Source: an optimization exercise on an open RTL-to-GDS flow (aim: small area). Production flows keep margins and buffers that such runs may drop. The RTL was checked by simulation tests, not by an equivalence proof against the original design. Power figures rest on the tool's default switching activity, not on a simulated workload.

==> flow/design.v (excerpt) <==
module kavach_top (
    input  logic        clk,
    input  logic        reset,
    input  logic [11:0] vdd_sample,
    input  logic [11:0] idd_sample,
    input  logic [11:0] temp_sample,
    input  logic        sample_valid,
    input  logic [2:0]  forensic_read_slot,
    input  logic        forensic_read_req,
    input  logic        forensic_read_ack,
    output logic [14:0] threat,
    output logic [4:0]  response,
    output logic [54:0] forensic_entry,
    output logic        forensic_read_valid,
    output logic [3:0]  forensic_count
);
Settings: LEC_CHECK=0, CAP_MARGIN=20, CORE_MARGIN=2, CORE_UTILIZATION=40, SLEW_MARGIN=20; clock period 8.0 ns.
standard.sh (not shown) runs the stock make flow with config.mk's settings and CLKGATE_MAP_FILE= SYNTH_SCRIPT=/design/flow/synth_recipe.tcl, a recipe that flattens the netlist after the stock synthesis.
==> flow/flow/run.sh <==
#!/bin/bash
# Layout flow: the standard synthesis, then the combinational logic is
# mapped again by ABC for area (every flip-flop, its name, its cell and the
# nets around it are kept), then the standard ORFS layout from floorplan on.
# Ports are buffered with the smallest buffer, and clock tree synthesis
# adds no dummy loads. Each tool writes its full output to a log here.
set -euo pipefail
HERE=$(pwd)
R=$HERE/orfs/results/$FLOW_PLATFORM/kavach_top/base
LIB=$FLOW_HOME/platforms/sky130hd/lib/sky130_fd_sc_hd__tt_025C_1v80.lib

export BUFFER_PORTS_ARGS="-buffer_cell sky130_fd_sc_hd__buf_1"
export CTS_ARGS="-sink_clustering_enable -repair_clock_nets -sink_clustering_size 50 -sink_clustering_max_diameter 60 -dont_use_dummy_load"

# 1. standard synthesis
bash standard.sh synth > synth.log 2>&1

# 2. area re-mapping of the combinational logic
cp "$R/1_2_yosys.v" "$HERE/standard_synth.v"
printf 'set_driving_cell sky130_fd_sc_hd__buf_1\nset_load 5\n' > "$HERE/abc.constr"
cat > "$HERE/remap.ys" <<EOY
read_liberty -ignore_miss_func $LIB
blackbox sky130_fd_sc_hd__dfxtp_1 sky130_fd_sc_hd__edfxtp_1 sky130_fd_sc_hd__conb_1
read_verilog $HERE/standard_synth.v
hierarchy -top $FLOW_TOP
flatten
rename -hide w:*.*
opt_clean -purge
abc -liberty $LIB -dont_use *probe* -dont_use *lpflow* -dont_use *clkdly* -script $HERE/flow/remap.abc -constr $HERE/abc.constr -D 8000
opt_clean -purge
stat -liberty $LIB
write_verilog -noattr -nohex -nodec $HERE/remapped.v
EOY
yosys -l "$HERE/remap.log" "$HERE/remap.ys" > /dev/null 2>&1
cp "$HERE/remapped.v" "$R/1_2_yosys.v"
rm -f "$R/1_synth.odb" "$R/1_synth.sdc"

# 3. standard layout from the re-mapped netlist
bash standard.sh > layout.log 2>&1
==> flow/flow/remap.abc <==
strash
&get -n
&deepsyn -T 60
&put
dch -f
amap
topo
Next try:
--- a/flow/flow/run.sh
+++ b/flow/flow/run.sh
@@ -11,5 +11,5 @@
 
 export BUFFER_PORTS_ARGS="-buffer_cell sky130_fd_sc_hd__buf_1"
-export CTS_ARGS="-sink_clustering_enable -repair_clock_nets -sink_clustering_size 50 -sink_clustering_max_diameter 60 -dont_use_dummy_load"
+export CTS_ARGS="-sink_clustering_enable -repair_clock_nets -sink_clustering_size 30 -sink_clustering_max_diameter 100 -dont_use_dummy_load"
 
 # 1. standard synthesis
Non-clock buffer count went up by 1. Wire length rises by 1.4%. Clock skew came out lower by 0.017 ns. Sequential share of layout area rises by 0.80 points. Cell area decreases by 1.2%. Worst hold slack gets better by 0.022 ns.

========
Starting RTL as in the previous note.
// kavach_top
module kavach_top (
    input  logic        clk,
    input  logic        reset,
    input  logic [11:0] vdd_sample,
    input  logic [11:0] idd_sample,
    input  logic [11:0] temp_sample,
    input  logic        sample_valid,
    input  logic [2:0]  forensic_read_slot,
    input  logic        forensic_read_req,
    input  logic        forensic_read_ack,
    output logic [14:0] threat,
    output logic [4:0]  response,
    output logic [54:0] forensic_entry,
    output logic        forensic_read_valid,
    output logic [3:0]  forensic_count
);
export LEC_CHECK = 0
export CAP_MARGIN = 20
export CORE_MARGIN = 2
export CORE_UTILIZATION = 40
export SLEW_MARGIN = 20
create_clock -name core_clock -period 8.0 [get_ports {clk}]
==> flow/flow/run.sh <==
#!/bin/bash
# Layout flow: the standard synthesis, then the combinational logic is
# mapped again by ABC for area (every flip-flop, its name, its cell and the
# nets around it are kept), then the standard ORFS layout from floorplan on.
# Ports are buffered with the smallest buffer, and clock tree synthesis

set -euo pipefail
HERE=$(pwd)
R=$HERE/orfs/results/$FLOW_PLATFORM/kavach_top/base
LIB=$FLOW_HOME/platforms/sky130hd/lib/sky130_fd_sc_hd__tt_025C_1v80.lib

export SKIP_REPAIR_TIE_FANOUT=1
export BUFFER_PORTS_ARGS="-buffer_cell sky130_fd_sc_hd__buf_1"
export CTS_ARGS="-sink_clustering_enable -repair_clock_nets -sink_clustering_size 16 -sink_clustering_max_diameter 80 -dont_use_dummy_load -buf_list sky130_fd_sc_hd__clkbuf_8"

# 1. standard synthesis
bash standard.sh synth > synth.log 2>&1

# 2. area re-mapping of the combinational logic
cp "$R/1_2_yosys.v" "$HERE/standard_synth.v"
printf 'set_driving_cell sky130_fd_sc_hd__buf_1\nset_load 5\n' > "$HERE/abc.constr"
cat > "$HERE/remap.ys" <<EOY
read_liberty -ignore_miss_func $LIB
blackbox sky130_fd_sc_hd__dfxtp_1 sky130_fd_sc_hd__edfxtp_1 sky130_fd_sc_hd__conb_1
read_verilog $HERE/standard_synth.v
hierarchy -top $FLOW_TOP
flatten
rename -hide w:*.*
opt_clean -purge
abc -liberty $LIB -dont_use *probe* -dont_use *lpflow* -dont_use *clkdly* -script $HERE/flow/remap.abc -constr $HERE/abc.constr -D 8000
opt_clean -purge
stat -liberty $LIB
write_verilog -noattr -nohex -nodec $HERE/remapped.v
EOY
yosys -l "$HERE/remap.log" "$HERE/remap.ys" > /dev/null 2>&1
cp "$HERE/remapped.v" "$R/1_2_yosys.v"
rm -f "$R/1_synth.odb" "$R/1_synth.sdc"

# 3. standard layout from the re-mapped netlist
bash standard.sh > layout.log 2>&1
Scripts as last shown in full above: flow/flow/remap.abc
==> next run, changes <==
--- a/flow/flow/run.sh
+++ b/flow/flow/run.sh
@@ -6 +6 @@
-
+# adds no dummy loads. Each tool writes its full output to a log here.
@@ -12 +11,0 @@
-export SKIP_REPAIR_TIE_FANOUT=1
--- a/flow/config.mk
+++ b/flow/config.mk
@@ -10 +10,2 @@
-export CORE_UTILIZATION = 40
+export CORE_UTILIZATION = 60
+export PLACE_DENSITY = 0.75
- The new run produced a clean layout
- utilization goes up by 22 points
- cell count goes down by roughly a tenth
- routed wire length goes down by a little under a tenth
- total power goes down slightly
- worst setup slack gets worse by 0.037 ns
- hold slack gets better by 0.022 ns
==> next run, changes <==
--- a/flow/flow/run.sh
+++ b/flow/flow/run.sh
@@ -6 +6 @@
-# adds no dummy loads. Each tool writes its full output to a log here.
+
--- a/flow/config.mk
+++ b/flow/config.mk
@@ -10,2 +10 @@
-export CORE_UTILIZATION = 60
-export PLACE_DENSITY = 0.75
+export CORE_UTILIZATION = 40
What happened: The new run ran to the end with no violations. Power rose slightly. Worst setup slack gains 0.14 ns. Die area rose by well over a third. Sequential cell count stays the same.

-- afterwards: timing with drivers on the ports --
The results above use ideal ports. As a check the final layouts listed here were re-extracted and re-timed, cells and wires unchanged. Step 1, drivers: a clkbuf_16 drives clk and a buf_2 each remaining input, both assumed. Step 2 adds t to the input delays and takes it off the output delays; t is the mean of the earliest and latest rising clock arrival at the registers after step 1. Input paths then give back, and output paths get back, about the clock's delay inside the block. a / b / c = ideal / step 1 / step 2; a / b = the first two.
run	shift t [ns]	slack for setup (ns)	worst setup path at the end	latest minus earliest clock arrival (ns)	slew at the worst register clock pin (ns)
the first run of note 1	0.631	2.262 / 2.295 / 1.664	input to register	0.107 / 0.108	0.10 / 0.10
the second run of note 1	0.574	1.985 / 2.003 / 1.429	input to register	0.092 / 0.092	0.11 / 0.11
the first run of note 2	0.586	1.965 / 1.993 / 1.407	input to register	0.090 / 0.090	0.10 / 0.10
the second run of note 2	0.580	1.928 / 1.934 / 1.354	input to register	0.065 / 0.065	0.11 / 0.11
the third run of note 2	0.620	2.071 / 2.088 / 1.468	input to register	0.093 / 0.094	0.11 / 0.11
After both steps setup and hold are still met in every run listed. For the third run of note 2, which loses most, drivers alone change the setup slack by +0.017 ns; drivers and shift together by -0.603 ns.
